What follows belongs to an exercise in optimizing a design on an open flow for small area, a short achievable clock period and few clock cycles per item; a production flow would make more cautious choices. RTL that was checked went through simulation tests only; none was proved equivalent to the original. The RTL of runs 5 and 6 was laid out without a check of its function. Power and IR drop assume default switching activity.

## design/flow/design.v

```verilog
`default_nettype none
module soc_axi_regfile #(
  parameter int TAGW      = 16,
  parameter int MEM_BYTES = 64,
  parameter int NUM_LOG   = 2,
  parameter int ADDRW     = 13
) (
  input  logic                   aclk,
  input  logic                   rst,
  input  logic                   arvalid,
  output logic                   arready,
  input  logic [31:0]            araddr,
  input  logic [TAGW-1:0]        arid,
  input  logic [7:0]             arlen,
  input  logic [1:0]             arburst,
  input  logic [2:0]             arsize,
  output logic                   rvalid,
  input  logic                   rready,
  output logic [31:0]            rdata,
  output logic [1:0]             rresp,
  output logic [TAGW-1:0]        rid,
  output logic                   rlast,
  input  logic                   awvalid,
  output logic                   awready,
  input  logic [31:0]            awaddr,
  input  logic [TAGW-1:0]        awid,
  input  logic [7:0]             awlen,
  input  logic [1:0]             awburst,
  input  logic [2:0]             awsize,
  input  logic                   wvalid,
  output logic                   wready,
  input  logic [31:0]            wdata,
  input  logic [3:0]             wstrb,
  input  logic                   wlast,
  output logic                   bvalid,
  input  logic                   bready,
  output logic [1:0]             bresp,
  output logic [TAGW-1:0]        bid,
  input  logic [31:0]            gpio_in,
  output logic [31:0]            gpio_out,
  output logic [31:0]            pauser,
  output logic [255:0]           cptra_obf_key,
  input  logic [8*NUM_LOG-1:0]   log_char,
  input  logic [NUM_LOG-1:0]     log_empty,
  input  logic [NUM_LOG-1:0]     log_full,
  output logic [NUM_LOG-1:0]     log_rd
);
  localparam int          NW            = MEM_BYTES / 4;    
  localparam int          WAW           = ADDRW - 2;        
  localparam int          MWW           = $clog2(NW);
  localparam logic [1:0]  C_BURST_FIXED = 2'b00;
  localparam logic [1:0]  C_BURST_WRAP  = 2'b10;
  localparam logic [WAW-1:0] C_LOG_WBASE = WAW'(32'h1000 >> 2);
  logic w_unused;
  assign w_unused = ^{araddr[31:ADDRW], araddr[1:0], awaddr[31:ADDRW], awaddr[1:0], wlast};
  logic [NW-1:0][31:0] mem_q;
  logic            rh_v_q, rt_v_q;
  logic [WAW-1:0]  rh_addr_q, rt_addr_q;
  logic [7:0]      rh_rem_q, rt_len_q;
  logic            rh_fixed_q, rt_fixed_q;
  logic            rh_bad_q, rt_bad_q;
  logic [TAGW-1:0] rh_id_q, rt_id_q;
  logic            arready_q;
  logic            rvalid_q;
  logic [31:0]     rdata_q;
  logic            rerr_q;
  logic [TAGW-1:0] rid_q;
  logic            rlast_q;
  logic [NUM_LOG-1:0] rpop_q;
  logic [NUM_LOG-1:0] log_rd_q;
  logic            ar_hs;
  logic            ar_bad;
  logic            r_free;
  logic            r_gen;
  logic            r_hlast;
  logic            r_adv;
  logic [31:0]     r_data;
  logic            r_err;
  logic [NUM_LOG-1:0] r_pop;
  logic            r_block;
  assign ar_hs  = arvalid & arready_q;
  assign ar_bad = (arsize != 3'd2) || (arburst == C_BURST_WRAP);
  assign r_free = ~rvalid_q | rready;
  always_comb begin
    r_data  = 32'h0;
    r_err   = 1'b1;
    r_pop   = '0;
    r_block = 1'b0;
    if (!rh_bad_q) begin
      if (rh_addr_q[WAW-1:MWW] == '0) begin
        r_err = 1'b0;
        if (rh_addr_q[MWW-1:0] == MWW'(2)) r_data = gpio_in;
        else                                r_data = mem_q[rh_addr_q[MWW-1:0]];
      end else begin
        for (int n = 0; n < NUM_LOG; n++) begin
          if (rh_addr_q[WAW-1:1] == (C_LOG_WBASE[WAW-1:1] | (WAW-1)'(n))) begin
            r_err = 1'b0;
            if (rh_addr_q[0]) begin
              r_data = {30'h0, log_full[n], log_empty[n]};
            end else begin
              r_data   = {23'h0, ~log_empty[n], log_char[8*n +: 8]};
              r_pop[n] = ~log_empty[n];
              r_block  = (rvalid_q & rpop_q[n]) | log_rd_q[n];
            end
          end
        end
      end
    end
  end
  assign r_gen   = rh_v_q & r_free & ~r_block;
  assign r_hlast = (rh_rem_q == 8'h0);
  assign r_adv   = ~rh_v_q | (r_gen & r_hlast);    
  always_ff @(posedge aclk) begin
    if (rst) begin
      rh_v_q    <= 1'b0;
      rt_v_q    <= 1'b0;
      arready_q <= 1'b1;
      rvalid_q  <= 1'b0;
      rpop_q    <= '0;
      log_rd_q  <= '0;
    end else begin
      if (r_adv) begin
        rh_v_q <= rt_v_q | ar_hs;
        rt_v_q <= rt_v_q & ar_hs;
        arready_q <= ~(rt_v_q & ar_hs);
      end else begin
        rt_v_q <= rt_v_q | ar_hs;
        arready_q <= ~(rt_v_q | ar_hs);
      end
      if (r_free) rvalid_q <= r_gen;
      if (r_gen) rpop_q <= r_pop;
      else if (r_free) rpop_q <= '0;
      log_rd_q <= (rvalid_q & rready) ? rpop_q : '0;
    end
  end
  always_ff @(posedge aclk) begin
    if (r_adv) begin
      if (rt_v_q) begin
        rh_addr_q  <= rt_addr_q;
        rh_rem_q   <= rt_len_q;
        rh_fixed_q <= rt_fixed_q;
        rh_bad_q   <= rt_bad_q;
        rh_id_q    <= rt_id_q;
      end else begin
        rh_addr_q  <= araddr[ADDRW-1:2];
        rh_rem_q   <= arlen;
        rh_fixed_q <= (arburst == C_BURST_FIXED);
        rh_bad_q   <= ar_bad;
        rh_id_q    <= arid;
      end
    end else if (r_gen) begin
      rh_rem_q <= rh_rem_q - 8'h1;
      if (!rh_fixed_q) rh_addr_q <= rh_addr_q + WAW'(1);
    end
    if (ar_hs) begin
      rt_addr_q  <= araddr[ADDRW-1:2];
      rt_len_q   <= arlen;
      rt_fixed_q <= (arburst == C_BURST_FIXED);
      rt_bad_q   <= ar_bad;
      rt_id_q    <= arid;
    end
    if (r_gen) begin
      rdata_q <= r_data;
      rerr_q  <= r_err;
      rid_q   <= rh_id_q;
      rlast_q <= r_hlast;
    end
  end
  logic            wh_v_q, wt_v_q;
  logic [WAW-1:0]  wh_addr_q, wt_addr_q;
  logic [7:0]      wh_rem_q, wt_len_q;
  logic            wh_fixed_q, wt_fixed_q;
  logic            wh_bad_q, wt_bad_q;
  logic            wh_err_q;
  logic [TAGW-1:0] wh_id_q, wt_id_q;
  logic            awready_q;
  logic            wready_q;
  logic            bvalid_q;
  logic            berr_q;
  logic [TAGW-1:0] bid_q;
  logic            aw_hs;
  logic            aw_bad;
  logic            w_hs;
  logic            w_hlast;
  logic            w_adv;
  logic            w_inrange;
  logic            w_wr;
  logic            wh_v_d, wt_v_d, bvalid_d;
  logic [7:0]      wh_rem_d;
  assign aw_hs     = awvalid & awready_q;
  assign aw_bad    = (awsize != 3'd2) || (awburst == C_BURST_WRAP);
  assign w_hs      = wvalid & wready_q;
  assign w_hlast   = (wh_rem_q == 8'h0);
  assign w_adv     = ~wh_v_q | (w_hs & w_hlast);
  assign w_inrange = (wh_addr_q[WAW-1:MWW] == '0);
  assign w_wr      = w_hs & ~wh_bad_q & w_inrange;
  always_comb begin
    if (w_adv) begin
      wh_v_d   = wt_v_q | aw_hs;
      wt_v_d   = wt_v_q & aw_hs;
      wh_rem_d = wt_v_q ? wt_len_q : awlen;
    end else begin
      wh_v_d   = wh_v_q;
      wt_v_d   = wt_v_q | aw_hs;
      wh_rem_d = w_hs ? wh_rem_q - 8'h1 : wh_rem_q;
    end
    bvalid_d = (bvalid_q & ~bready) | (w_hs & w_hlast);
  end
  always_ff @(posedge aclk) begin
    if (rst) begin
      wh_v_q    <= 1'b0;
      wt_v_q    <= 1'b0;
      awready_q <= 1'b1;
      wready_q  <= 1'b0;
      bvalid_q  <= 1'b0;
    end else begin
      wh_v_q    <= wh_v_d;
      wt_v_q    <= wt_v_d;
      awready_q <= ~wt_v_d;
      wready_q  <= wh_v_d & ((wh_rem_d != 8'h0) | ~bvalid_d);
      bvalid_q  <= bvalid_d;
    end
  end
  always_ff @(posedge aclk) begin
    wh_rem_q <= wh_rem_d;
    if (w_adv) begin
      wh_err_q <= 1'b0;
      if (wt_v_q) begin
        wh_addr_q  <= wt_addr_q;
        wh_fixed_q <= wt_fixed_q;
        wh_bad_q   <= wt_bad_q;
        wh_id_q    <= wt_id_q;
      end else begin
        wh_addr_q  <= awaddr[ADDRW-1:2];
        wh_fixed_q <= (awburst == C_BURST_FIXED);
        wh_bad_q   <= aw_bad;
        wh_id_q    <= awid;
      end
    end else if (w_hs) begin
      wh_err_q <= wh_err_q | wh_bad_q | ~w_inrange;
      if (!wh_fixed_q) wh_addr_q <= wh_addr_q + WAW'(1);
    end
    if (aw_hs) begin
      wt_addr_q  <= awaddr[ADDRW-1:2];
      wt_len_q   <= awlen;
      wt_fixed_q <= (awburst == C_BURST_FIXED);
      wt_bad_q   <= aw_bad;
      wt_id_q    <= awid;
    end
    if (w_hs & w_hlast) begin
      berr_q <= wh_err_q | wh_bad_q | ~w_inrange;
      bid_q  <= wh_id_q;
    end
  end
  logic [31:0] w_lane;
  assign w_lane = rst ? 32'h0 : wdata;
  for (genvar gw = 0; gw < NW; gw++) begin : g_word
    if (gw == 2) begin : g_hole
      assign mem_q[gw] = 32'h0;
    end else begin : g_store
      for (genvar gb = 0; gb < 4; gb++) begin : g_byte
        logic en;
        assign en = rst | (w_wr & wstrb[gb] & (wh_addr_q[MWW-1:0] == MWW'(gw)));
        always_ff @(posedge aclk) begin
          if (en) mem_q[gw][8*gb +: 8] <= w_lane[8*gb +: 8];
        end
      end
    end
  end
  assign arready  = arready_q;
  assign rvalid   = rvalid_q;
  assign rdata    = rdata_q;
  assign rresp    = {rerr_q, 1'b0};
  assign rid      = rid_q;
  assign rlast    = rlast_q;
  assign log_rd   = log_rd_q;
  assign awready  = awready_q;
  assign wready   = wready_q;
  assign bvalid   = bvalid_q;
  assign bresp    = {berr_q, 1'b0};
  assign bid      = bid_q;
  assign gpio_out = mem_q[0];
  assign pauser   = mem_q[3];
  for (genvar gi = 0; gi < 8; gi++) begin : g_key
    assign cptra_obf_key[32*gi +: 32] = mem_q[8+gi];
  end
endmodule
`default_nettype wire
```

## design/flow/flow/run.sh

```bash
#!/bin/bash
# Standard ORFS layout; only the port buffers use a small plain buffer cell.
set -euo pipefail
export BUFFER_PORTS_ARGS="-buffer_cell sky130_fd_sc_hd__buf_1"
bash standard.sh > flow.log 2>&1
```

## design/flow/standard.sh

```bash
#!/bin/bash
# synth_recipe.tcl (not shown) runs the flow's synth.tcl, then flattens the netlist and writes it again
# the make line also repeats each setting of config.mk as NAME=value (left out here)
make -C /OpenROAD-flow-scripts/flow DESIGN_CONFIG=/design/flow/config.mk WORK_HOME=/design/flow/orfs CLKGATE_MAP_FILE= SYNTH_SCRIPT=/design/flow/synth_recipe.tcl "${@:-finish}"
```

## design/flow/config.mk

```make
export PLATFORM = sky130hd
export DESIGN_NAME = soc_axi_regfile
export DESIGN_NICKNAME = soc_axi_regfile
export VERILOG_FILES = /design/flow/design.v
export SDC_FILE = /design/flow/constraint.sdc
export NUM_CORES = 4
export LEC_CHECK = 0
export CAP_MARGIN = 20
export CORE_MARGIN = 2
export CORE_UTILIZATION = 40
export PLACE_DENSITY = 0.6
export SETUP_SLACK_MARGIN = 2.0
export SLEW_MARGIN = 20
```

## design/flow/constraint.sdc

```tcl
create_clock -name core_clock -period 4.0 [get_ports {aclk}]
set_input_delay 0.8000 -clock core_clock [delete_from_list [all_inputs] [get_ports {aclk}]]
set_output_delay 0.8000 -clock core_clock [all_outputs]
set_load 0.01 [all_outputs]
```

==> metrics.cfg, run 1 <==
[status]
outcome=timing/DRC/antenna clean

[job]
cap_violations=0

[detailed_routing]
ant_nets=0
first_pass_iters=8
initialDrtViolationCount=1508
vias=19400
wl_per_cell_um=27.6
wl_mm=101
vias_per_cell=5.30
drc=0

[yosys]
synth_top_cells_by_area=edfxtp_1, buf_4, mux4_2, mux2i_1, mux2_2
synth_top_area_cell=edfxtp_1
synth_ff_type=edfxtp_1
synth_top_area_frac=0.662
netlist_instances=1936
ys_seq_area_frac=0.676
yosysWarnings=2
syn-mean-instance-area_um2=16.1
synth-edff-count=687
ys_ff_latch=709
synthArstFlopShare=0
synth_cell_types=66
synth_area_um2=31200

[sta]
worstMarginPinSlew_ns=1.10
rsz0062_at_grt=true
fin_skew_ns=0.0379
hold_violations=0
setup_tns_ns=0
max_clock_freq_mhz=401
period_share=0.624
report.final.slew_viol_count=0
setup_viol=0
period_needed_ns=2.49
slew_headroom=0.263

[final_layout]
mostFrequentLayoutCells=edfxtp_1, buf_1, buf_4
syn2layout_area_growth_pct=34.4
layout_commonest_cell=edfxtp_1
final_nets=2795
drive_above_1_share=0.440
final-instance-count-excl-fill=3670
nFillCells=6277

[floorplanning]
num_io_pins=614
rows=102
die_area_um2=80100
die_h_um=283
dieWidth_um=283
core_area_um2=77300
start_util=0.403

[global_routing]
antenna_found_initial=3
grt_max_degree=44
track_usage=0.239
grt_pass1_vias=19700
grt-ovfl-total=0
grt_first_pass_wirelength_mm=139

[cts]
clk_latency_ns=0.64
cts_buffer_depth=3
clockRootBuffer=clkbuf_16
path_clk_slew_ns=0.06
numCtsBuffers=78
hold_buffers=0
clkSinkCount=709
cts_tree=done
htree_levels=3

[place]
place.detailed.hpwl_mm=62.9
dp.cells=3177
io_buffers=568
gp_congestion=0.860

[power_and_ir_drop]
finalPower_mw=21.2
peakVddDrop_uv=418
p_leak_nw=15.1
power_per_cell_area_nw_per_um2=507

[setup_path]
timing.rr.start=rh_addr_q[1]
crit_start=rh_addr_q[1]
cp.arrival_ns=2.86
r2r_end=rdata_q[2]
required_ns=4.37
reg2reg_depth=7
r2r_setup_slack_ns=1.51
start_kind=register
endpoint=rdata_q[2]
worstSetupPathType=register to register
worstPathMaxFanout=5
critPathCaptureType=register

[hold_path]
hp-class=primary input to register
hold_depth=1

[where the power goes]
group          switching (mW)  internal [mW]
Combinational            2.52           2.34
Clock                    3.08           4.06
Sequential              0.346           8.86
[layer usage]
layer | vias up | share of wire | GRT usage
li1 | 8430 | - | -
met1 | 9965 | 0.37 | 0.292
met2 | 894 | 0.51 | 0.411
met3 | 152 | 0.086 | 0.0674
met4 | 2 | 0.030 | 0.0733
met5 | - | 0.00013 | 0
[cell usage after synthesis (all sizes together), types with 9 or more instances]
master	count
buf	372
nand3	13
mux2	71
a221oi	9
dfxtp	22
nor2b	46
inv	23
o21ai	99
mux2i	95
a221o	13
clkbuf	45
nor2	42
o22ai	11
mux4	93
a21oi	33
xor2	12
nor3	12
nand2	64
nand2b	13
edfxtp	687
xnor2	18
a22oi	12
o221ai	20
and2	11
[metrics by stage]
stage | hold slack [ns] | worst slack [ns] | area (um2) | util
floorplan | 0.400 | 1.44 | 32000 | -
global placement | 0.400 | 0.878 | 32800 | 0.424
detailed placement | 0.405 | 0.811 | 32800 | 0.424
CTS | 0.323 | 1.53 | 40000 | 0.517
global route | 0.345 | 1.45 | 41900 | 0.541
finish | 0.359 | 1.51 | 41900 | 0.541
[logic make-up (layout without fill, tap and decap cells)]
logic type	after synthesis	after routing	synth area share
other	1	4	0.000120
buffers and inverters	440	1130	0.0959
DFF	709	709	0.676
adders and majority gates	9	9	0.00353
muxes	259	259	0.123
AOI/OAI and AO/OA	242	242	0.0510
xor gates and xnor gates	30	30	0.00843
and+or+nand+nor	246	247	0.0414
[worst min-delay path by stage]
stage                          start          end
after CTS                    awid[3]   wt_id_q[3]
after floorplan           wh_id_q[0]     bid_q[0]
after detailed placement  wh_id_q[1]     bid_q[1]
final                        awid[3]   wt_id_q[3]
after global routing        awlen[6]  wt_len_q[6]
after global placement    rh_id_q[8]     rid_q[8]
[state kept, by name, summed over array words and instances (netlist names), 2 cells and up]
signal	flops
mem_q	480
wt_len_q	8
rh_addr_q	11
rt_len_q	8
wt_addr_q	11
rid_q	16
wh_id_q	16
rh_id_q	16
wh_addr_q	11
log_rd_q	2
rt_addr_q	11
wh_rem_q	8
rdata_q	32
bid_q	16
rpop_q	2
wt_id_q	16
rh_rem_q	8
rt_id_q	16
[what timing repair did]
item                                    CTS  global route
endpoints found under the setup margin  956           943
endpoints found under the hold margin     0             0
pin swaps                                93            83
cloned                                   24            10
gates resized for setup                 475           289
setup buffers                           231            86
[critical path: stages (launching register included)]
cell      delay (ns)
edfxtp_1        0.42
buf_8           0.16
buf_16          0.13
mux2_2          0.33
a221o_1         0.33
mux4_2          0.56
o211ai_1        0.17
o21ai_1         0.11
[final cells by class]
class                      instances  area, um2  area share
sequential                       709      21100       0.504
multi-input combinational        789       8670       0.207
timing repair buffer             967       8140       0.194
clock buffer                      95       2040      0.0486
tap                             1040       1300      0.0311
clock inverter                    44        492      0.0117
inverter                          23        116     0.00278
timing repair inverter             1       7.51    0.000179
antenna                            2       5.00    0.000120
Testbench counts, summed over its fixed seeds: cycles 11,516, items 2,560.
==> inputs of run 2 (changes only) <==
==> design/flow/run.sh (new file) <==
#!/bin/bash
# synth_recipe.tcl (not shown) runs the flow's synth.tcl, then flattens the netlist and writes it again
# the make line also repeats each setting of config.mk as NAME=value (left out here)
make -C /OpenROAD-flow-scripts/flow DESIGN_CONFIG=/design/flow/config.mk WORK_HOME=/design/flow/orfs CLKGATE_MAP_FILE= SYNTH_SCRIPT=/design/flow/synth_recipe.tcl finish
removed: design/flow/flow/run.sh
removed: design/flow/standard.sh
==> metrics.cfg, run 2 <==
[final_layout]
drive_above_1_share=0.497  ; was 0.440
layout_commonest_cell=edfxtp_1  ; unchanged
multiInputGateArea_um2=8680  ; was 8670 um2
layout.area.seq_um2=21100  ; about the same
largest_reg_flops=480  ; unchanged
reg.largest.list=mem_q: 480 flops, rdata_q: 32 flops  ; unchanged
mostFrequentLayoutCells=edfxtp_1, buf_2, buf_4  ; was edfxtp_1, buf_1, buf_4
finalInstanceArea_um2=42900  ; was 41900 um2
max_flop_register=mem_q  ; unchanged
nFillCells=6171  ; was 6277
syn2layout_area_growth_pct=37.8  ; was 34.4%
final_core_util=0.555  ; was 0.541
final_nets=2788  ; was 2795

[sta]
fin_skew_ns=0.0325  ; was 0.0379 ns
setup_tns_ns=0  ; unchanged
setup_slack_ns=1.58  ; was 1.51 ns
period_needed_ns=2.42  ; was 2.49 ns
setup_viol=0  ; unchanged
rsz0062_at_grt=true  ; unchanged
worstMarginPinSlew_ns=1.07  ; was 1.10 ns
report.final.slew_viol_count=0  ; unchanged
period_share=0.606  ; was 0.624
max_clock_freq_mhz=413  ; was 401 MHz
hold_violations=0  ; unchanged
slew_headroom=0.287  ; was 0.263

[yosys]
syn-mean-instance-area_um2=16.1  ; unchanged
netlist_instances=1936  ; unchanged
synth_top_area_cell=edfxtp_1  ; unchanged
post_synth_most_frequent_cells=edfxtp_1, buf_4, mux2i_1, o21ai_0, mux4_2  ; unchanged
ys_ff_latch=709  ; unchanged
ys_seq_area_frac=0.676  ; unchanged
synth.most_common_cell=edfxtp_1  ; unchanged
synth_area_um2=31200  ; unchanged
synthArstFlopShare=0  ; unchanged
synth_top_area_frac=0.662  ; unchanged
synth_cell_types=66  ; unchanged
yosysWarnings=2  ; unchanged
synth_ff_type=edfxtp_1  ; unchanged
synth_top_cells_by_area=edfxtp_1, buf_4, mux4_2, mux2i_1, mux2_2  ; unchanged
synth-edff-count=687  ; unchanged

[detailed_routing]
initialDrtViolationCount=1757  ; was 1508
ant_nets=0  ; unchanged
wl_per_cell_um=28.2  ; was 27.6 um
first_pass_iters=5  ; was 8
vias=19400  ; about the same
vias_per_cell=5.28  ; was 5.30
drc=0  ; unchanged
wl_mm=103  ; was 101 mm

[global_routing]
grt_first_pass_wirelength_mm=142  ; was 139 mm
track_usage=0.246  ; was 0.239
grt-ovfl-total=0  ; unchanged
grt_pass1_vias=19700  ; about the same
grt_max_degree=51  ; was 44
antenna_found_initial=5  ; was 3

[setup_path]
critPathCaptureType=register  ; unchanged
worstSetupPathType=register to register  ; unchanged
start_kind=register  ; unchanged
crit_buf_inv=6  ; was 2
critical_path.slowest_cell=edfxtp_1  ; was mux4_2
crit_top_cell=buf_4
cp.arrival_ns=2.72  ; was 2.86 ns
cpPeakStageDelay_ns=0.44  ; was 0.56 ns
crit_chain=buf_4 -> buf_6 -> buf_16 -> nor4b_4 -> nand4_1 -> o211ai_1 -> buf_4 -> clkinvlp_4 -> buf_12  ; was buf_8 -> buf_16 -> mux2_2 -> a221o_1 -> mux4_2 -> o211ai_1 -> o21ai_1
worstPathMaxFanout=50  ; was 5
crit_family=buffers and inverters  ; was multiplexers
required_ns=4.30  ; was 4.37 ns

[cts]
clockRootBuffer=clkbuf_16  ; unchanged
cts_buffer_depth=3  ; unchanged
cts_tree=done  ; unchanged
htree_levels=3  ; unchanged
clkSinkCount=709  ; unchanged
path_clk_slew_ns=0.06  ; about the same
numCtsBuffers=76  ; was 78
clk_latency_ns=0.62  ; was 0.64 ns
hold_buffers=0  ; unchanged

[job]
cap_violations=0  ; unchanged

[floorplanning]
die_h_um=283  ; unchanged
start_util=0.403  ; unchanged
core_area_um2=77300  ; unchanged
rows=102  ; unchanged
num_io_pins=614  ; unchanged
dieWidth_um=283  ; unchanged
die_area_um2=80100  ; unchanged

[place]
io_buffers=568  ; unchanged
pre_cts_slack_ns=0.631  ; was 0.811 ns
place.detailed.hpwl_mm=64.5  ; was 62.9 mm
gp_congestion=0.834  ; was 0.860
placed_area_um2=36300  ; was 32800 um2

[status]
outcome=timing/DRC/antenna clean  ; unchanged

[power_and_ir_drop]
p_sw_mw=5.84  ; was 5.95 mW
peakVddDrop_uv=315  ; was 418 uV
p_sw_frac=0.276  ; was 0.280
clockPowerShare=0.327  ; was 0.337
power_frac_seq=0.436  ; was 0.434
power_per_cell_area_nw_per_um2=493  ; was 507 nW/um2
p_leak_nw=15.8  ; was 15.1 nW
power_frac_comb=0.237  ; was 0.229
p_int_mw=15.3  ; about the same

[hold_path]
hp-class=register to register  ; was primary input to register

[run 2: timing repair]
item,4_1_cts,5_1_grt
resized for setup,1951,142
setup buffers,228,82
setup endpoints to repair,1191,983
pin swaps,120,76
cloned,30,8
[run 2: path summary, 6_finish.rpt]
path | depth (start not counted) | from | end | slack [ns]
min | 0 | rh_id_q[8] | rid_q[8] | 0.42
min reg2reg | 0 | rh_id_q[8] | rid_q[8] | 0.42
max | 9 | rh_addr_q[0] | rdata_q[24] | 1.58
max reg2reg | 9 | rh_addr_q[0] | rdata_q[24] | 1.58
[run 2: cell families after synthesis]
| logic type | count (synthesis) | synth area share |
|---|---|---|
| AND/OR/NAND/NOR | 246 | 0.0414 |
| multiplexers | 259 | 0.123 |
| AO/OA/AOI/OAI | 242 | 0.0510 |
| other | 1 | 0.000120 |
| XOR/XNOR | 30 | 0.00843 |
| adder cells (fa/ha/maj) | 9 | 0.00353 |
| buffers and inverters | 440 | 0.0959 |
| flip-flops | 709 | 0.676 |
[run 2: cell type report]
class / instances / area share
tap: 1040 / 0.0303
sequential: 709 / 0.491
multi-input combinational: 789 / 0.202
clock inverter: 43 / 0.00892
clock buffer: 95 / 0.0476
inverter: 23 / 0.00256
antenna: 4 / 0.000233
timing repair inverter: 1 / 0.000175
timing repair buffer: 962 / 0.217
[run 2: power by group through the flow]
stage / registers (mW) / logic (mW) / clock network (mW)
3_5_place_dp: 9.40 / 3.61 / 0
3_3_place_gp: 9.37 / 3.57 / 0
4_1_cts: 9.21 / 4.59 / 7.00
6_report: 9.23 / 5.01 / 6.91
5_1_grt: 9.29 / 5.23 / 7.29
2_1_floorplan: 9.21 / 2.42 / 0
[run 2: per-stage QoR]
step | power (mW) | cells | hold WS, ns
floorplan | 11.6 | 1937 | 0.400
global placement | 12.9 | 3176 | 0.401
detailed placement | 13.0 | 3176 | 0.405
CTS | 20.8 | 3572 | 0.419
global route | 21.8 | 3665 | 0.427
finish | 21.2 | 3666 | 0.420
[run 2: layer usage]
metal | track usage | part of all wire
met1 | 0.301 | 0.38
met2 | 0.429 | 0.51
met3 | 0.0672 | 0.078
met5 | 0 | 0.00012
met4 | 0.0679 | 0.028
==> inputs of run 3 (changes only) <==
--- a/design/flow/config.mk
+++ b/design/flow/config.mk
@@ -11,3 +11,2 @@
 export PLACE_DENSITY = 0.6
-export SETUP_SLACK_MARGIN = 2.0
 export SLEW_MARGIN = 20
==> metrics.cfg, run 3 <==
[cts]
numCtsBuffers=78  ; was 76
clkSinkCount=709  ; unchanged
postCtsSetupBuffers=0  ; was 228
clk_latency_ns=0.62  ; about the same
clockRootBuffer=clkbuf_16  ; unchanged
hold_buffers=0  ; unchanged
path_clk_slew_ns=0.06  ; about the same
cts_tree=done  ; unchanged
cts_resized=0  ; was 1951
htree_levels=3  ; unchanged
cts_buffer_depth=3  ; unchanged

[final_layout]
final-instance-count-excl-fill=3386  ; was 3666
nFillCells=6522  ; was 6171
final_core_util=0.500  ; was 0.555
layout_commonest_cell=edfxtp_1  ; unchanged
syn2layout_area_growth_pct=24.1  ; was 37.8%
reg.largest.list=mem_q: 480 flops, rdata_q: 32 flops  ; unchanged
mostFrequentLayoutCells=edfxtp_1, clkdlybuf4s50_1, buf_4  ; was edfxtp_1, buf_2, buf_4
max_flop_register=mem_q  ; unchanged
layout.area.seq_um2=21100  ; about the same
largest_reg_flops=480  ; unchanged
drive_above_1_share=0.176  ; was 0.497
final_nets=2504  ; was 2788
finalInstanceArea_um2=38700  ; was 42900 um2
multiInputGateArea_um2=7140  ; was 8680 um2

[setup_path]
worstSetupPathType=register to register  ; unchanged
cp.arrival_ns=3.45  ; was 2.72 ns
worstPathMaxFanout=39  ; was 50
timing.rr.start=rh_addr_q[1]  ; was rh_addr_q[0]
critPathCaptureType=register  ; unchanged
cp.depth=6  ; was 9
r2r_end=rid_q[0]  ; was rdata_q[24]
required_ns=4.29  ; was 4.30 ns
cpPeakStageDelay_ns=0.70  ; was 0.44 ns
reg2reg_depth=6  ; was 9
start_kind=register  ; unchanged
r2r_setup_slack_ns=0.84  ; was 1.58 ns
crit_chain=buf_12 -> nor2b_1 -> a221oi_1 -> o211ai_1 -> inv_2 -> buf_4  ; was buf_4 -> buf_6 -> buf_16 -> nor4b_4 -> nand4_1 -> o211ai_1 -> buf_4 -> clkinvlp_4 -> buf_12
crit_buf_inv=3  ; was 6
critical_path.slowest_cell=inv_2  ; was edfxtp_1
crit_family=buffers and inverters  ; unchanged

[floorplanning]
num_io_pins=614  ; unchanged
rows=102  ; unchanged
dieWidth_um=283  ; unchanged
die_h_um=283  ; unchanged
core_area_um2=77300  ; unchanged
start_util=0.403  ; unchanged
die_area_um2=80100  ; unchanged

[global_routing]
grt_max_degree=95  ; was 51
track_usage=0.222  ; was 0.246
grt-ovfl-total=0  ; unchanged
antenna_found_initial=6  ; was 5
grt_pass1_vias=18100  ; was 19700
grt_first_pass_wirelength_mm=129  ; was 142 mm

[detailed_routing]
vias=17800  ; was 19400
drc=0  ; unchanged
vias_per_cell=5.26  ; was 5.28
wl_per_cell_um=27.0  ; was 28.2 um
first_pass_iters=5  ; unchanged
ant_nets=0  ; unchanged
initialDrtViolationCount=1772  ; was 1757
wl_mm=91.3  ; was 103 mm

[place]
io_buffers=568  ; unchanged
placed_area_um2=36100  ; was 36300 um2
place.detailed.hpwl_mm=64.6  ; was 64.5 mm
dp.cells=3238  ; was 3176
gp_congestion=0.814  ; was 0.834
pre_cts_slack_ns=0.739  ; was 0.631 ns

[hold_path]
hp-class=register to register  ; unchanged
holdPathEnd=bid_q[8]  ; was rid_q[8]
hold_depth=0  ; unchanged
min-delay-start=wh_id_q[8]  ; was rh_id_q[8]

[yosys]
synthArstFlopShare=0  ; unchanged
ys_ff_latch=709  ; unchanged
netlist_instances=1936  ; unchanged
ys_seq_area_frac=0.676  ; unchanged
synth_cell_types=66  ; unchanged
yosysWarnings=2  ; unchanged
syn-mean-instance-area_um2=16.1  ; unchanged
post_synth_most_frequent_cells=edfxtp_1, buf_4, mux2i_1, o21ai_0, mux4_2  ; unchanged
synth_top_area_frac=0.662  ; unchanged
synth_top_area_cell=edfxtp_1  ; unchanged
synth.most_common_cell=edfxtp_1  ; unchanged
synth_ff_type=edfxtp_1  ; unchanged
synth_area_um2=31200  ; unchanged
synth-edff-count=687  ; unchanged
synth_top_cells_by_area=edfxtp_1, buf_4, mux4_2, mux2i_1, mux2_2  ; unchanged

[sta]
rsz0062_at_grt=false  ; was true
report.final.slew_viol_count=0  ; unchanged
period_needed_ns=3.16  ; was 2.42 ns
period_share=0.791  ; was 0.606
fin_skew_ns=0.0323  ; was 0.0325 ns
hold_slack_ns=0.415  ; was 0.420 ns
max_clock_freq_mhz=316  ; was 413 MHz
hold_violations=0  ; unchanged
worstMarginPinSlew_ns=1.19  ; was 1.07 ns
setup_viol=0  ; unchanged
setup_tns_ns=0  ; unchanged
setup_slack_ns=0.837  ; was 1.58 ns
slew_headroom=0.205  ; was 0.287

[power_and_ir_drop]
power_per_cell_area_nw_per_um2=512  ; was 493 nW/um2
p_int_mw=14.7  ; was 15.3 mW
p_sw_mw=5.13  ; was 5.84 mW
power_frac_seq=0.465  ; was 0.436
finalPower_mw=19.8  ; was 21.2 mW
clockPowerShare=0.356  ; was 0.327
p_sw_frac=0.259  ; was 0.276
power_frac_comb=0.179  ; was 0.237
p_leak_nw=13.2  ; was 15.8 nW
peakVddDrop_uv=355  ; was 315 uV

[status]
outcome=timing/DRC/antenna clean  ; unchanged

[job]
cap_violations=0  ; unchanged

## run 3: cell count changes in the layout (fill, tap and decap cells not counted), sizes merged
cell / previous run / this run
dlygate4sd2: 1 / 0
inv: 22 / 26
nand2: 65 / 64
clkdlybuf4s50: 172 / 567
bufinv: 5 / 7
bufbuf: 3 / 0
diode: 4 / 5
clkbuf: 103 / 101
clkinvlp: 8 / 3
clkinv: 32 / 29
buf: 778 / 111
## run 3: area by class of cell
type                       count  area share
sequential                   709       0.545
multi-input combinational    788       0.185
timing repair buffer         678       0.170
clock buffer                 101      0.0538
tap                         1040      0.0337
clock inverter                42      0.0106
inverter                      23     0.00223
antenna                        5    0.000324
## run 3: worst max-delay path by stage
| stage | from | slack [ns] | endpoint |
|---|---|---|---|
| finish | rh_addr_q[1] | 0.84 | rid_q[0] |
| global placement | rready | 0.84 | rdata_q[8] |
| floorplan | wvalid | 0.92 | wready_q |
| detailed placement | rready | 0.74 | rid_q[14] |
| global route | rh_addr_q[1] | 0.67 | rid_q[1] |
| CTS | rh_addr_q[1] | 0.80 | rid_q[14] |
## run 3: power by group through the flow
stage / logic (mW) / clock network (mW) / registers [mW]
floorplan: 2.27 / 0 / 9.21
global placement: 3.53 / 0 / 9.33
detailed placement: 3.56 / 0 / 9.37
CTS: 3.58 / 7.20 / 9.21
global route: 3.75 / 7.49 / 9.28
finish: 3.54 / 7.06 / 9.21
## run 3: metal layers
layer / global-route usage / up-vias / share of wire / wire, um
met4: 0.0693 / 4 / 0.025 / 2270
li1: - / 7824 / - / -
met3: 0.0651 / 127 / 0.089 / 8140
met2: 0.372 / 793 / 0.50 / 45300
met5: 0 / - / 0.00027 / 25
met1: 0.278 / 9065 / 0.39 / 35600
## run 3: kinds of logic (layout without fill, tap and decap cells)
family          after synthesis  after routing  share of synthesized area
flops                       709            709                      0.676
buf+inv                     440            844                     0.0959
mux                         259            259                      0.123
simple gates                246            246                     0.0414
compound gates              242            242                     0.0510
xor+xnor                     30             30                    0.00843
fa+ha+maj                     9              9                    0.00353
other cells                   1              7                   0.000120
==> inputs of run 4 (changes only) <==
--- a/design/flow/design.v
+++ b/design/flow/design.v
@@ -83,2 +83,14 @@
   assign r_free = ~rvalid_q | rready;
+  logic            s_v;
+  logic [WAW-1:0]  s_addr;
+  logic [7:0]      s_rem;
+  logic            s_fixed, s_bad;
+  logic [TAGW-1:0] s_id;
+  always_comb begin
+    if (rh_v_q) begin
+      s_v = 1'b1; s_addr = rh_addr_q; s_rem = rh_rem_q; s_fixed = rh_fixed_q; s_bad = rh_bad_q; s_id = rh_id_q;
+    end else begin
+      s_v = ar_hs; s_addr = araddr[ADDRW-1:2]; s_rem = arlen; s_fixed = (arburst == C_BURST_FIXED); s_bad = ar_bad; s_id = arid;
+    end
+  end
   always_comb begin
@@ -88,12 +100,12 @@
     r_block = 1'b0;
-    if (!rh_bad_q) begin
-      if (rh_addr_q[WAW-1:MWW] == '0) begin
+    if (!s_bad) begin
+      if (s_addr[WAW-1:MWW] == '0) begin
         r_err = 1'b0;
-        if (rh_addr_q[MWW-1:0] == MWW'(2)) r_data = gpio_in;
-        else                                r_data = mem_q[rh_addr_q[MWW-1:0]];
+        if (s_addr[MWW-1:0] == MWW'(2)) r_data = gpio_in;
+        else                                r_data = mem_q[s_addr[MWW-1:0]];
       end else begin
         for (int n = 0; n < NUM_LOG; n++) begin
-          if (rh_addr_q[WAW-1:1] == (C_LOG_WBASE[WAW-1:1] | (WAW-1)'(n))) begin
+          if (s_addr[WAW-1:1] == (C_LOG_WBASE[WAW-1:1] | (WAW-1)'(n))) begin
             r_err = 1'b0;
-            if (rh_addr_q[0]) begin
+            if (s_addr[0]) begin
               r_data = {30'h0, log_full[n], log_empty[n]};
@@ -109,5 +121,5 @@
   end
-  assign r_gen   = rh_v_q & r_free & ~r_block;
-  assign r_hlast = (rh_rem_q == 8'h0);
-  assign r_adv   = ~rh_v_q | (r_gen & r_hlast);    
+  assign r_gen   = s_v & r_free & ~r_block;
+  assign r_hlast = (s_rem == 8'h0);
+  assign r_adv   = rh_v_q & r_gen & r_hlast;       
   always_ff @(posedge aclk) begin
@@ -121,3 +133,6 @@
     end else begin
-      if (r_adv) begin
+      if (!rh_v_q) begin
+        rh_v_q <= ar_hs & ~(r_gen & r_hlast);
+        arready_q <= 1'b1;
+      end else if (r_adv) begin
         rh_v_q <= rt_v_q | ar_hs;
@@ -136,3 +151,9 @@
   always_ff @(posedge aclk) begin
-    if (r_adv) begin
+    if (!rh_v_q) begin
+      rh_addr_q  <= (r_gen && !s_fixed) ? s_addr + WAW'(1) : s_addr;
+      rh_rem_q   <= r_gen ? s_rem - 8'h1 : s_rem;
+      rh_fixed_q <= s_fixed;
+      rh_bad_q   <= s_bad;
+      rh_id_q    <= s_id;
+    end else if (r_adv) begin
       if (rt_v_q) begin
@@ -164,3 +185,3 @@
       rerr_q  <= r_err;
-      rid_q   <= rh_id_q;
+      rid_q   <= s_id;
       rlast_q <= r_hlast;
==> metrics.cfg, run 4 <==
[status]
outcome=timing/DRC/antenna clean  ; unchanged

[floorplanning]
start_util=0.405  ; was 0.403
num_io_pins=614  ; unchanged
dieWidth_um=287  ; was 283 um
die_h_um=287  ; was 283 um
rows=103  ; was 102
core_area_um2=79300  ; was 77300 um2
die_area_um2=82500  ; was 80100 um2

[power_and_ir_drop]
p_leak_nw=14.0  ; was 13.2 nW
power_per_cell_area_nw_per_um2=494  ; was 512 nW/um2
peakVddDrop_uv=354  ; was 355 uV

[yosys]
synth-simple-area-share=0.0753  ; was 0.0414
synth_compound_area_frac=0.0691  ; was 0.0510
yosysWarnings=2  ; unchanged
ys_ff_latch=709  ; unchanged
synth.most_common_cell=edfxtp_1  ; unchanged
post_synth_most_frequent_cells=edfxtp_1, buf_4, nand2_1  ; was edfxtp_1, buf_4, mux2i_1, o21ai_0, mux4_2
synth_top_family_by_area=buffers and inverters  ; was multiplexers
synth_xor_area_frac=0.0128  ; was 0.00843
synth_top_area_frac=0.643  ; was 0.662
synthAdderAreaFrac=0.00421  ; was 0.00353
synthArstFlopShare=0  ; unchanged
synthMuxAreaShare=0.0859  ; was 0.123
synth_ff_type=edfxtp_1  ; unchanged
synth_cell_types=78  ; was 66
synth_top_cells_by_area=edfxtp_1, buf_4, mux2i_1, mux4_2, nand2_1  ; was edfxtp_1, buf_4, mux4_2, mux2i_1, mux2_2
netlist_instances=2304  ; was 1936
synth_area_um2=32100  ; was 31200 um2
ys_seq_area_frac=0.657  ; was 0.676
syn-mean-instance-area_um2=13.9  ; was 16.1 um2
synth-edff-count=687  ; unchanged
synth_top_area_cell=edfxtp_1  ; unchanged

[cts]
clockRootBuffer=clkbuf_16  ; unchanged
numCtsBuffers=79  ; was 78
clkSinkCount=709  ; unchanged
clk_latency_ns=0.65  ; was 0.62 ns
cts_resized=0  ; unchanged
cts_buffer_depth=3  ; unchanged
postCtsSetupBuffers=0  ; unchanged
htree_levels=3  ; unchanged
path_clk_slew_ns=0.06  ; about the same
hold_buffers=0  ; unchanged
cts_tree=done  ; unchanged

[global_routing]
grt_pass1_vias=20700  ; was 18100
antenna_found_initial=7  ; was 6
grt-ovfl-total=0  ; unchanged
track_usage=0.237  ; was 0.222
grt_max_degree=92  ; was 95
grt_first_pass_wirelength_mm=142  ; was 129 mm

[sta]
max_clock_freq_mhz=306  ; was 316 MHz
slew_headroom=0.260  ; was 0.205
report.final.slew_viol_count=0  ; unchanged
fin_skew_ns=0.0597  ; was 0.0323 ns
worstMarginPinSlew_ns=1.11  ; was 1.19 ns
hold_violations=0  ; unchanged
rsz0062_at_grt=false  ; unchanged
setup_tns_ns=0  ; unchanged
setup_viol=0  ; unchanged
period_share=0.818  ; was 0.791
period_needed_ns=3.27  ; was 3.16 ns

[setup_path]
crit_start=rh_v_q  ; was rh_addr_q[1]
endpoint=rdata_q[2]  ; was rid_q[0]
reg2reg_depth=10  ; was 6
required_ns=4.36  ; was 4.29 ns
critical_path.slowest_cell=dfxtp_2  ; was inv_2
r2r_end=rdata_q[2]  ; was rid_q[0]
r2r_setup_slack_ns=0.73  ; was 0.84 ns
cp.arrival_ns=3.63  ; was 3.45 ns
crit_chain=inv_1 -> a21boi_4 -> inv_4 -> ha_1 -> o21ai_1 -> nand2b_1 -> a211oi_1 -> nor2_1 -> o221ai_1 -> o22ai_1  ; was buf_12 -> nor2b_1 -> a221oi_1 -> o211ai_1 -> inv_2 -> buf_4
worstSetupPathType=register to register  ; unchanged
worstPathMaxFanout=26  ; was 39
start_kind=register  ; unchanged
timing.rr.start=rh_v_q  ; was rh_addr_q[1]
cpPeakStageDelay_ns=0.69  ; was 0.70 ns
critPathCaptureType=register  ; unchanged

[final_layout]
final_core_util=0.503  ; was 0.500
drive_above_1_share=0.144  ; was 0.176
final_nets=2877  ; was 2504
nFillCells=6707  ; was 6522
syn2layout_area_growth_pct=24.3  ; was 24.1%
multiInputGateArea_um2=8020  ; was 7140 um2
largest_reg_flops=480  ; unchanged
layout_commonest_cell=edfxtp_1  ; unchanged
mostFrequentLayoutCells=edfxtp_1, clkdlybuf4s50_1, nand2_1  ; was edfxtp_1, clkdlybuf4s50_1, buf_4
reg.largest.list=mem_q: 480 flops, rdata_q: 32 flops  ; unchanged
layout.area.seq_um2=21100  ; unchanged
max_flop_register=mem_q  ; unchanged

[detailed_routing]
route.met3.wl_mm=7.34  ; was 8.14 mm
ant_nets=0  ; unchanged
first_pass_iters=5  ; unchanged
vias=20300  ; was 17800
vias_per_cell=5.39  ; was 5.26
drc=0  ; unchanged
wl_met2_mm=49.9  ; was 45.3 mm
initialDrtViolationCount=1868  ; was 1772
wl_mm=101  ; was 91.3 mm
highest_layer=met5  ; unchanged
wl_per_cell_um=26.8  ; was 27.0 um
wirelength_met1_mm=40.0  ; was 35.6 mm

[job]
cap_violations=0  ; unchanged

[place]
place.detailed.hpwl_mm=70.8  ; was 64.6 mm
gp_congestion=0.846  ; was 0.814
io_buffers=568  ; unchanged

[hold_path]
min-delay-start=wh_id_q[9]  ; was wh_id_q[8]
hp-class=register to register  ; unchanged

==> run 4: per-stage QoR <==
stage	setup slack, ns	cell area, um2	hold WS, ns	power, mW	instances
after floorplan	0.354	32100	0.400	11.2	2305
after global placement	0.162	37300	0.404	12.7	3617
after detailed placement	0.136	37300	0.405	12.7	3617
after CTS	0.718	39900	0.419	19.8	3758
after global routing	0.497	39900	0.429	20.4	3761
final	0.728	39900	0.417	19.7	3761
==> run 4: per-layer routing <==
metal / vias to the layer above / track usage
met1: 10200 / 0.298
met4: 10 / 0.0839
li1: 8991 / -
met2: 859 / 0.402
met5: - / 0
met3: 185 / 0.0537
==> run 4: cells by family after synthesis <==
family,Yosys count
AO/OA/AOI/OAI,343
XOR/XNOR,47
adder cells (fa/ha/maj),11
buffers and inverters,465
flip-flops,709
multiplexers,217
other,1
AND/OR/NAND/NOR,511
==> run 4: how the worst min path moves through the flow <==
stage                      to  slack (ns)  cells past startpoint
floorplan            bid_q[0]        0.40                      0
global placement     bid_q[8]        0.40                      0
detailed placement  bid_q[11]        0.40                      0
CTS                  bid_q[9]        0.42                      0
global route        bid_q[10]        0.43                      0
finish               bid_q[9]        0.42                      0
==> run 4: cell type report <==
class / count / share of cell area
Sequential cell: 709 / 0.528
Clock buffer: 95 / 0.0513
Clock inverter: 46 / 0.0119
Antenna cell: 2 / 0.000125
Tap cell: 1050 / 0.0329
Timing Repair Buffer: 707 / 0.172
Inverter: 21 / 0.00229
Multi-Input combinational cell: 1131 / 0.201
==> run 4: critical path, delay by kind of cell, from the launching register on <==
kind	cells	cell delay, ns
AO/OA/AOI/OAI	5	1.13
adder cells (fa/ha/maj)	1	0.21
buffers and inverters	2	0.44
flip-flops	1	0.69
AND/OR/NAND/NOR	2	0.51
==> run 4: power by group <==
group / total, mW / internal (mW) / leakage [nW] / switching [mW]
clock: 7.11 / 4.07 / 1.22 / 3.04
combinational: 3.34 / 1.49 / 5.89 / 1.86
sequential: 9.23 / 8.87 / 6.85 / 0.362
total: 19.7 / 14.4 / 14.0 / 5.26
Testbench counts of run 4, summed over its fixed seeds: cycles 11,226, items 2,560.
==> inputs of run 5 (changes only) <==
--- a/design/flow/design.v
+++ b/design/flow/design.v
@@ -55,3 +55,24 @@
   assign w_unused = ^{araddr[31:ADDRW], araddr[1:0], awaddr[31:ADDRW], awaddr[1:0], wlast};
-  logic [NW-1:0][31:0] mem_q;
+  logic [NW-1:0][31:0] mem_q;    
+  localparam int DW = NW + 2 * NUM_LOG + 1;
+  function automatic logic [DW-1:0] rdec(input logic [WAW-1:0] a, input logic bad);
+    logic [NW-1:0]      sel;
+    logic [NUM_LOG-1:0] ld, ls;
+    logic               ok;
+    sel = '0; ld = '0; ls = '0; ok = 1'b0;
+    if (!bad) begin
+      if (a[WAW-1:MWW] == '0) begin
+        ok = 1'b1;
+        sel[a[MWW-1:0]] = 1'b1;
+      end
+      for (int n = 0; n < NUM_LOG; n++) begin
+        if (a[WAW-1:1] == (C_LOG_WBASE[WAW-1:1] | (WAW-1)'(n))) begin
+          ok = 1'b1;
+          if (a[0]) ls[n] = 1'b1;
+          else      ld[n] = 1'b1;
+        end
+      end
+    end
+    rdec = {ok, ls, ld, sel};
+  endfunction
   logic            rh_v_q, rt_v_q;
@@ -59,2 +80,3 @@
   logic [7:0]      rh_rem_q, rt_len_q;
+  logic            rh_last_q;
   logic            rh_fixed_q, rt_fixed_q;
@@ -62,2 +84,5 @@
   logic [TAGW-1:0] rh_id_q, rt_id_q;
+  logic [NW-1:0]   rh_sel_q;
+  logic [NUM_LOG-1:0] rh_ld_q, rh_ls_q;
+  logic            rh_ok_q;
   logic            arready_q;
@@ -72,54 +97,35 @@
   logic            ar_bad;
+  logic            ar_fixed;
   logic            r_free;
   logic            r_gen;
-  logic            r_hlast;
   logic            r_adv;
   logic [31:0]     r_data;
-  logic            r_err;
   logic [NUM_LOG-1:0] r_pop;
   logic            r_block;
-  assign ar_hs  = arvalid & arready_q;
-  assign ar_bad = (arsize != 3'd2) || (arburst == C_BURST_WRAP);
-  assign r_free = ~rvalid_q | rready;
-  logic            s_v;
-  logic [WAW-1:0]  s_addr;
-  logic [7:0]      s_rem;
-  logic            s_fixed, s_bad;
-  logic [TAGW-1:0] s_id;
+  logic [DW-1:0]   r_dec_nxt;    
+  logic [DW-1:0]   r_dec_new;    
+  logic [WAW-1:0]  r_addr_nxt;
+  assign ar_hs    = arvalid & arready_q;
+  assign ar_bad   = (arsize != 3'd2) || (arburst == C_BURST_WRAP);
+  assign ar_fixed = (arburst == C_BURST_FIXED);
+  assign r_free   = ~rvalid_q | rready;
   always_comb begin
-    if (rh_v_q) begin
-      s_v = 1'b1; s_addr = rh_addr_q; s_rem = rh_rem_q; s_fixed = rh_fixed_q; s_bad = rh_bad_q; s_id = rh_id_q;
-    end else begin
-      s_v = ar_hs; s_addr = araddr[ADDRW-1:2]; s_rem = arlen; s_fixed = (arburst == C_BURST_FIXED); s_bad = ar_bad; s_id = arid;
+    r_data = 32'h0;
+    for (int w = 0; w < NW; w++) begin
+      if (w == 2) r_data = r_data | ({32{rh_sel_q[w]}} & gpio_in);
+      else        r_data = r_data | ({32{rh_sel_q[w]}} & mem_q[w]);
     end
-  end
-  always_comb begin
-    r_data  = 32'h0;
-    r_err   = 1'b1;
-    r_pop   = '0;
     r_block = 1'b0;
-    if (!s_bad) begin
-      if (s_addr[WAW-1:MWW] == '0) begin
-        r_err = 1'b0;
-        if (s_addr[MWW-1:0] == MWW'(2)) r_data = gpio_in;
-        else                                r_data = mem_q[s_addr[MWW-1:0]];
-      end else begin
-        for (int n = 0; n < NUM_LOG; n++) begin
-          if (s_addr[WAW-1:1] == (C_LOG_WBASE[WAW-1:1] | (WAW-1)'(n))) begin
-            r_err = 1'b0;
-            if (s_addr[0]) begin
-              r_data = {30'h0, log_full[n], log_empty[n]};
-            end else begin
-              r_data   = {23'h0, ~log_empty[n], log_char[8*n +: 8]};
-              r_pop[n] = ~log_empty[n];
-              r_block  = (rvalid_q & rpop_q[n]) | log_rd_q[n];
-            end
-          end
-        end
-      end
+    for (int n = 0; n < NUM_LOG; n++) begin
+      r_data[8:0] = r_data[8:0] | ({9{rh_ld_q[n]}} & {~log_empty[n], log_char[8*n +: 8]});
+      r_data[1:0] = r_data[1:0] | ({2{rh_ls_q[n]}} & {log_full[n], log_empty[n]});
+      r_pop[n]    = rh_ld_q[n] & ~log_empty[n];
+      r_block     = r_block | (rh_ld_q[n] & ((rvalid_q & rpop_q[n]) | log_rd_q[n]));
     end
   end
-  assign r_gen   = s_v & r_free & ~r_block;
-  assign r_hlast = (s_rem == 8'h0);
-  assign r_adv   = rh_v_q & r_gen & r_hlast;       
+  assign r_gen      = rh_v_q & r_free & ~r_block;
+  assign r_adv      = ~rh_v_q | (r_gen & rh_last_q);    
+  assign r_addr_nxt = rh_fixed_q ? rh_addr_q : rh_addr_q + WAW'(1);
+  assign r_dec_nxt  = rdec(r_addr_nxt, rh_bad_q);
+  assign r_dec_new  = rt_v_q ? rdec(rt_addr_q, rt_bad_q) : rdec(araddr[ADDRW-1:2], ar_bad);
   always_ff @(posedge aclk) begin
@@ -133,6 +139,3 @@
     end else begin
-      if (!rh_v_q) begin
-        rh_v_q <= ar_hs & ~(r_gen & r_hlast);
-        arready_q <= 1'b1;
-      end else if (r_adv) begin
+      if (r_adv) begin
         rh_v_q <= rt_v_q | ar_hs;
@@ -151,9 +154,4 @@
   always_ff @(posedge aclk) begin
-    if (!rh_v_q) begin
-      rh_addr_q  <= (r_gen && !s_fixed) ? s_addr + WAW'(1) : s_addr;
-      rh_rem_q   <= r_gen ? s_rem - 8'h1 : s_rem;
-      rh_fixed_q <= s_fixed;
-      rh_bad_q   <= s_bad;
-      rh_id_q    <= s_id;
-    end else if (r_adv) begin
+    if (r_adv) begin
+      {rh_ok_q, rh_ls_q, rh_ld_q, rh_sel_q} <= r_dec_new;
       if (rt_v_q) begin
@@ -161,2 +159,3 @@
         rh_rem_q   <= rt_len_q;
+        rh_last_q  <= (rt_len_q == 8'h0);
         rh_fixed_q <= rt_fixed_q;
@@ -167,3 +166,4 @@
         rh_rem_q   <= arlen;
-        rh_fixed_q <= (arburst == C_BURST_FIXED);
+        rh_last_q  <= (arlen == 8'h0);
+        rh_fixed_q <= ar_fixed;
         rh_bad_q   <= ar_bad;
@@ -172,4 +172,6 @@
     end else if (r_gen) begin
-      rh_rem_q <= rh_rem_q - 8'h1;
-      if (!rh_fixed_q) rh_addr_q <= rh_addr_q + WAW'(1);
+      rh_rem_q  <= rh_rem_q - 8'h1;
+      rh_last_q <= (rh_rem_q == 8'h1);
+      rh_addr_q <= r_addr_nxt;
+      {rh_ok_q, rh_ls_q, rh_ld_q, rh_sel_q} <= r_dec_nxt;
     end
@@ -178,3 +180,3 @@
       rt_len_q   <= arlen;
-      rt_fixed_q <= (arburst == C_BURST_FIXED);
+      rt_fixed_q <= ar_fixed;
       rt_bad_q   <= ar_bad;
@@ -184,5 +186,5 @@
       rdata_q <= r_data;
-      rerr_q  <= r_err;
-      rid_q   <= s_id;
-      rlast_q <= r_hlast;
+      rerr_q  <= ~rh_ok_q;
+      rid_q   <= rh_id_q;
+      rlast_q <= rh_last_q;
     end
@@ -281,2 +283,3 @@
     end else begin : g_store
+      logic [31:0] word_q;
       for (genvar gb = 0; gb < 4; gb++) begin : g_byte
@@ -285,5 +288,6 @@
         always_ff @(posedge aclk) begin
-          if (en) mem_q[gw][8*gb +: 8] <= w_lane[8*gb +: 8];
+          if (en) word_q[8*gb +: 8] <= w_lane[8*gb +: 8];
         end
       end
+      assign mem_q[gw] = word_q;
     end
==> design/flow/flow/run.sh (new file) <==
#!/bin/bash
# Standard ORFS layout; only the port buffers use a small plain buffer cell.
set -euo pipefail
export BUFFER_PORTS_ARGS="-buffer_cell sky130_fd_sc_hd__buf_1"
bash standard.sh > flow.log 2>&1
==> design/flow/standard.sh (new file) <==
#!/bin/bash
# synth_recipe.tcl (not shown) runs the flow's synth.tcl, then flattens the netlist and writes it again
# the make line also repeats each setting of config.mk as NAME=value (left out here)
make -C /OpenROAD-flow-scripts/flow DESIGN_CONFIG=/design/flow/config.mk WORK_HOME=/design/flow/orfs CLKGATE_MAP_FILE= SYNTH_SCRIPT=/design/flow/synth_recipe.tcl "${@:-finish}"
--- a/design/flow/config.mk
+++ b/design/flow/config.mk
@@ -11,2 +11,3 @@
 export PLACE_DENSITY = 0.6
+export SETUP_SLACK_MARGIN = 2.0
 export SLEW_MARGIN = 20
removed: design/flow/run.sh
==> metrics.cfg, run 5 <==
[final_layout]
final_nets=3011  ; was 2877
layout_commonest_cell=edfxtp_1  ; unchanged
reg.largest.list=g_word.g_store.word_q: 480 flops, rdata_q: 32 flops  ; was mem_q: 480 flops, rdata_q: 32 flops
max_flop_register=g_word.g_store.word_q  ; was mem_q
final_core_util=0.587  ; was 0.503
syn2layout_area_growth_pct=45.2  ; was 24.3%
largest_reg_flops=480  ; unchanged
nFillCells=5466  ; was 6707
finalInstanceArea_um2=41900  ; was 39900 um2
drive_above_1_share=0.410  ; was 0.144
mostFrequentLayoutCells=edfxtp_1, buf_4, buf_1  ; was edfxtp_1, clkdlybuf4s50_1, nand2_1

[global_routing]
antenna_found_initial=7  ; unchanged
grt_first_pass_wirelength_mm=147  ; was 142 mm
grt_pass1_vias=20800  ; was 20700
grt_max_degree=83  ; was 92
grt-ovfl-total=0  ; unchanged
track_usage=0.276  ; was 0.237

[place]
place.detailed.hpwl_mm=68.2  ; was 70.8 mm
placed_area_um2=32900  ; was 37300 um2
pre_cts_slack_ns=0.797  ; was 0.136 ns
gp_congestion=0.881  ; was 0.846
io_buffers=568  ; unchanged

[cts]
clk_latency_ns=0.65  ; about the same
cts_buffer_depth=3  ; unchanged
numCtsBuffers=79  ; unchanged
cts_tree=done  ; unchanged
clkSinkCount=731  ; was 709
clockRootBuffer=clkbuf_16  ; unchanged
htree_levels=3  ; unchanged
path_clk_slew_ns=0.06  ; about the same

[setup_path]
start_kind=register  ; unchanged
crit_start=rh_v_q  ; unchanged
r2r_end=rh_sel_q[0]  ; was rdata_q[2]
timing.rr.start=rh_v_q  ; unchanged
reg2reg_depth=6  ; was 10
worstSetupPathType=register to register  ; unchanged
critPathCaptureType=register  ; unchanged
r2r_setup_slack_ns=1.75  ; was 0.73 ns
required_ns=4.38  ; was 4.36 ns
worstPathMaxFanout=9  ; was 26
cp.arrival_ns=2.63  ; was 3.63 ns

[yosys]
ys_ff_latch=731  ; was 709
syn-mean-instance-area_um2=16.6  ; was 13.9 um2
synthAdderAreaFrac=0.00935  ; was 0.00421
synth.most_common_cell=edfxtp_1  ; unchanged
post_synth_most_frequent_cells=edfxtp_1, a22o_1, a221oi_1  ; was edfxtp_1, buf_4, nand2_1
netlist_instances=1744  ; was 2304
synth_top_area_cell=edfxtp_1  ; unchanged
synth-simple-area-share=0.0597  ; was 0.0753
ys_seq_area_frac=0.752  ; was 0.657
synth_top_cells_by_area=edfxtp_1, a22o_1, a221oi_1, o21bai_1, dfxtp_1  ; was edfxtp_1, buf_4, mux2i_1, mux4_2, nand2_1
yosysWarnings=1  ; was 2
synth_area_um2=28900  ; was 32100 um2
synthArstFlopShare=0  ; unchanged
synth_cell_types=79  ; was 78
synth_top_area_frac=0.737  ; was 0.643
synthMuxAreaShare=0.0255  ; was 0.0859
synth_xor_area_frac=0.0115  ; was 0.0128
synth_top_family_by_area=compound AO/OA/AOI/OAI gates  ; was buffers and inverters
synth_compound_area_frac=0.124  ; was 0.0691
synth-edff-count=709  ; was 687
synth_ff_type=edfxtp_1  ; unchanged

[detailed_routing]
vias_per_cell=5.67  ; was 5.39
wl_mm=108  ; was 101 mm
first_pass_iters=5  ; unchanged
wl_per_cell_um=28.6  ; was 26.8 um
initialDrtViolationCount=2308  ; was 1868
vias=21500  ; was 20300
ant_nets=0  ; unchanged
drc=0  ; unchanged

[hold_path]
min-delay-start=awid[10]  ; was wh_id_q[9]
hp-class=primary input to register  ; was register to register
hold_depth=1  ; was 0
holdPathEnd=wt_id_q[10]  ; was bid_q[9]

[sta]
rsz0062_at_grt=true  ; was false
hold_violations=0  ; unchanged
max_clock_freq_mhz=445  ; was 306 MHz
period_share=0.562  ; was 0.818
fin_skew_ns=0.0350  ; was 0.0597 ns
slew_headroom=0.293  ; was 0.260
setup_tns_ns=0  ; unchanged
period_needed_ns=2.25  ; was 3.27 ns
setup_slack_ns=1.75  ; was 0.728 ns
report.final.slew_viol_count=0  ; unchanged
worstMarginPinSlew_ns=1.06  ; was 1.11 ns
setup_viol=0  ; unchanged

[floorplanning]
core_area_um2=71500  ; was 79300 um2
num_io_pins=614  ; unchanged
die_h_um=273  ; was 287 um
dieWidth_um=273  ; was 287 um
rows=98  ; was 103
start_util=0.404  ; was 0.405
die_area_um2=74400  ; was 82500 um2

[status]
outcome=timing/DRC/antenna clean  ; unchanged

[power_and_ir_drop]
peakVddDrop_uv=381  ; was 354 uV
finalPower_mw=19.6  ; was 19.7 mW
power_per_cell_area_nw_per_um2=467  ; was 494 nW/um2
p_leak_nw=15.4  ; was 14.0 nW

[job]
cap_violations=0  ; unchanged

==> run 5: cell types whose count changed after synthesis, moves of 39 or more <==
cell / before / now
nand2_1: 231 / 69
a22o_1: 1 / 120
o21ai_0: 89 / 32
a21oi_1: 93 / 20
nand3_1: 57 / 17
a221oi_1: 19 / 119
o21bai_1: 1 / 61
o221ai_1: 39 / 0
mux4_2: 40 / 0
mux2i_1: 111 / 31
buf_4: 328 / 6
==> run 5: final cells by class <==
cell class | count | area, um2 | area share
clock buffer | 100 | 2060 | 0.0490
timing repair buffer | 1036 | 8050 | 0.192
multi-input combinational | 898 | 8430 | 0.201
inverter | 26 | 116 | 0.00277
tap | 950 | 1190 | 0.0283
clock inverter | 43 | 335 | 0.00799
sequential | 731 | 21800 | 0.519
timing repair inverter | 1 | 6.26 | 0.000149
antenna | 2 | 5.00 | 0.000119
==> run 5: power by group <==
part           leakage, nW  total [mW]  internal [mW]  switching [mW]
Sequential            7.10        9.59           9.18           0.415
Combinational         7.16        3.15           1.47            1.68
Clock                 1.15        6.83           3.75            3.07
==> run 5: cell families after synthesis <==
group,count (synthesis)
AO/OA/AOI/OAI,451
XOR/XNOR,37
adder cells (fa/ha/maj),22
buffers and inverters,125
flip-flops,731
multiplexers,69
other,1
AND/OR/NAND/NOR,308
==> run 5: worst max-delay path by stage <==
stage,end,slack [ns],cells past startpoint
2_1_floorplan,wh_addr_q[0],1.55,7
3_3_place_gp,g_word[14].g_store.word_q[1],0.84,5
3_5_place_dp,g_word[11].g_store.word_q[1],0.80,5
4_1_cts,rh_ls_q[1],1.69,7
5_1_grt,rh_sel_q[0],1.67,6
6_report,rh_sel_q[0],1.75,6
==> run 5: layer usage <==
layer,track usage,up-vias,wire length (um)
li1,-,9222,-
met1,0.350,10900,41000
met2,0.454,1149,52100
met3,0.0843,222,11300
met4,0.0853,8,3720
met5,0,-,51
==> run 5: critical path: stages, from the launching register on <==
cell        delay [ns]
dfxtp_1           0.77
a21boi_4          0.46
buf_12            0.16
clkinvlp_4        0.11
buf_4             0.16
buf_4             0.12
a22o_1            0.21
==> run 5: what timing repair did <==
item                                    in CTS  in global routing
buffers inserted                           290                126
resized for setup                          472                307
pin swaps                                   90                 70
cloned                                       9                 12
endpoints found under the setup margin    1199               1011
hold buffers                                 0                  0
==> run 5: through the flow <==
step,std cells,hold slack (ns)
2_1_floorplan,1745,0.400
4_1_cts,3647,0.324
3_3_place_gp,3205,0.402
5_1_grt,3786,0.347
6_report,3787,0.364
3_5_place_dp,3205,0.405
==> inputs of run 6 (changes only) <==
--- a/design/flow/config.mk
+++ b/design/flow/config.mk
@@ -11,3 +11,3 @@
 export PLACE_DENSITY = 0.6
-export SETUP_SLACK_MARGIN = 2.0
+export SETUP_SLACK_MARGIN = 1.6
 export SLEW_MARGIN = 20
==> metrics.cfg, run 6 <==
[global_routing]
grt_max_degree=75  ; was 83
grt_first_pass_wirelength_mm=140  ; was 147 mm
track_usage=0.264  ; was 0.276
grt-ovfl-total=0  ; unchanged
grt_pass1_vias=19500  ; was 20800
antenna_found_initial=10  ; was 7

[setup_path]
crit_chain=ha_2 -> and2b_1 -> or3_1 -> o211ai_1 -> nor2b_2 -> nand4_1 -> o32ai_1  ; was a21boi_4 -> buf_12 -> clkinvlp_4 -> buf_4 -> buf_4 -> a22o_1
required_ns=4.43  ; was 4.38 ns
critical_path.slowest_cell=edfxtp_1  ; was dfxtp_1
cpPeakStageDelay_ns=0.43  ; was 0.77 ns
critPathCaptureType=register  ; unchanged
start_kind=register  ; unchanged
worstPathMaxFanout=5  ; was 9
cp.arrival_ns=2.84  ; was 2.63 ns
worstSetupPathType=register to register  ; unchanged

[power_and_ir_drop]
power_per_cell_area_nw_per_um2=528  ; was 467 nW/um2
peakVddDrop_uv=329  ; was 381 uV
p_leak_nw=11.9  ; was 15.4 nW
finalPower_mw=18.9  ; was 19.6 mW

[final_layout]
final_core_util=0.500  ; was 0.587
final_nets=2666  ; was 3011
drive_above_1_share=0.147  ; was 0.410
final-instance-count-excl-fill=3446  ; was 3787
syn2layout_area_growth_pct=23.6  ; was 45.2%
finalInstanceArea_um2=35700  ; was 41900 um2
largest_reg_flops=480  ; unchanged
nFillCells=6118  ; was 5466
reg.largest.list=g_word.g_store.word_q: 480 flops, rdata_q: 32 flops  ; unchanged
max_flop_register=g_word.g_store.word_q  ; unchanged
layout_commonest_cell=edfxtp_1  ; unchanged
mostFrequentLayoutCells=edfxtp_1, buf_1, buf_4  ; was edfxtp_1, buf_4, buf_1

[sta]
report.final.slew_viol_count=0  ; unchanged
period_needed_ns=2.40  ; was 2.25 ns
fin_skew_ns=0.0368  ; was 0.0350 ns
setup_slack_ns=1.60  ; was 1.75 ns
hold_slack_ns=0.360  ; was 0.364 ns
period_share=0.601  ; was 0.562
worstMarginPinSlew_ns=1.10  ; was 1.06 ns
slew_headroom=0.267  ; was 0.293
setup_tns_ns=0  ; unchanged
setup_viol=0  ; unchanged
rsz0062_at_grt=true  ; unchanged
hold_violations=0  ; unchanged
max_clock_freq_mhz=416  ; was 445 MHz

[yosys]
synth_top_cells_by_area=edfxtp_1, a22o_1, a221oi_1, o21bai_1, dfxtp_1  ; unchanged
yosysWarnings=1  ; unchanged
ys_seq_area_frac=0.752  ; unchanged
synthArstFlopShare=0  ; unchanged
synth_top_area_frac=0.737  ; unchanged
synth-edff-count=709  ; unchanged
netlist_instances=1744  ; unchanged
syn-mean-instance-area_um2=16.6  ; unchanged
synth_ff_type=edfxtp_1  ; unchanged
synth_top_area_cell=edfxtp_1  ; unchanged
synth_area_um2=28900  ; unchanged
post_synth_most_frequent_cells=edfxtp_1, a22o_1, a221oi_1  ; unchanged
ys_ff_latch=731  ; unchanged
synth.most_common_cell=edfxtp_1  ; unchanged
synth_cell_types=79  ; unchanged

[detailed_routing]
drc=0  ; unchanged
first_pass_iters=5  ; unchanged
vias=20000  ; was 21500
wl_per_cell_um=29.4  ; was 28.6 um
wl_mm=101  ; was 108 mm
initialDrtViolationCount=2429  ; was 2308
ant_nets=0  ; unchanged
vias_per_cell=5.81  ; was 5.67

[floorplanning]
die_area_um2=74400  ; unchanged
die_h_um=273  ; unchanged
num_io_pins=614  ; unchanged
start_util=0.404  ; unchanged
core_area_um2=71500  ; unchanged
dieWidth_um=273  ; unchanged
rows=98  ; unchanged

[cts]
htree_levels=3  ; unchanged
path_clk_slew_ns=0.06  ; about the same
cts_buffer_depth=3  ; unchanged
clockRootBuffer=clkbuf_16  ; unchanged
clkSinkCount=731  ; unchanged
cts_tree=done  ; unchanged
hold_buffers=0  ; unchanged
clk_latency_ns=0.65  ; about the same
numCtsBuffers=78  ; was 79

[place]
io_buffers=568  ; unchanged
place.detailed.hpwl_mm=68.6  ; was 68.2 mm
pre_cts_slack_ns=0.937  ; was 0.797 ns
dp.cells=3268  ; was 3205
placed_area_um2=32700  ; was 32900 um2
gp_congestion=0.900  ; was 0.881

[job]
cap_violations=0  ; unchanged

[hold_path]
hp-class=primary input to register  ; unchanged

[status]
outcome=timing/DRC/antenna clean  ; unchanged

-- run 6: cells by family after synthesis --
group / synth area share
AO/OA/AOI/OAI: 0.124
XOR/XNOR: 0.0115
multiplexers: 0.0255
flip-flops: 0.752
adder cells (fa/ha/maj): 0.00935
other: 0.000130
buffers and inverters: 0.0178
AND/OR/NAND/NOR: 0.0597
-- run 6: critical path: cells and delay by family, from the launching register on --
kind | cells | cell delay [ns]
simple gates | 4 | 1.04
compound gates | 2 | 0.48
flops | 1 | 0.43
fa+ha+maj | 1 | 0.24
-- run 6: timing repair --
item | in CTS | in global routing
pin swaps | 2 | 2
endpoints found under the setup margin | 177 | 316
gates resized for setup | 10 | 35
gates cloned | 1 | 0
buffers inserted | 14 | 14
-- run 6: area by class of cell --
class	instances	area [um2]	area share
Clock inverter	50	539	0.0151
Inverter	26	101	0.00284
Timing Repair Buffer	701	3170	0.0888
Clock buffer	93	2080	0.0582
Sequential cell	731	21700	0.608
Antenna cell	5	12.5	0.000350
Multi-Input combinational cell	890	6900	0.193
Tap cell	950	1190	0.0333
-- run 6: power breakdown --
group / switching, mW / leakage, nW / total (mW) / internal (mW)
Clock: 3.11 / 1.27 / 7.33 / 4.22
Combinational: 1.33 / 3.50 / 1.97 / 0.646
Sequential: 0.391 / 7.10 / 9.57 / 9.18
Total: 4.82 / 11.9 / 18.9 / 14.0
-- run 6: metal layers --
layer  wire, um  global-route usage
met5         49                   0
met4       3170              0.0933
met3      10300              0.0718
met2      47900               0.424
met1      39900               0.345
-- run 6: path summary, 6_finish.rpt --
kind                            cells after the start          from  slack (ns)    endpoint
worst min-delay path                                1       awid[1]        0.36  wt_id_q[1]
worst max register to register                      7  rh_addr_q[1]        1.60  rh_ls_q[1]
worst max-delay path                                7  rh_addr_q[1]        1.60  rh_ls_q[1]
worst min register to register                      0   rh_id_q[12]        0.42   rid_q[12]

Setup slack of run 6, layout unchanged: 1.598 ns with ideal ports, 1.598 ns with driving cells assumed (clock clkbuf_16, inputs buf_2), 1.157 ns with port delays also shifted by the 0.701 ns mid clock arrival.
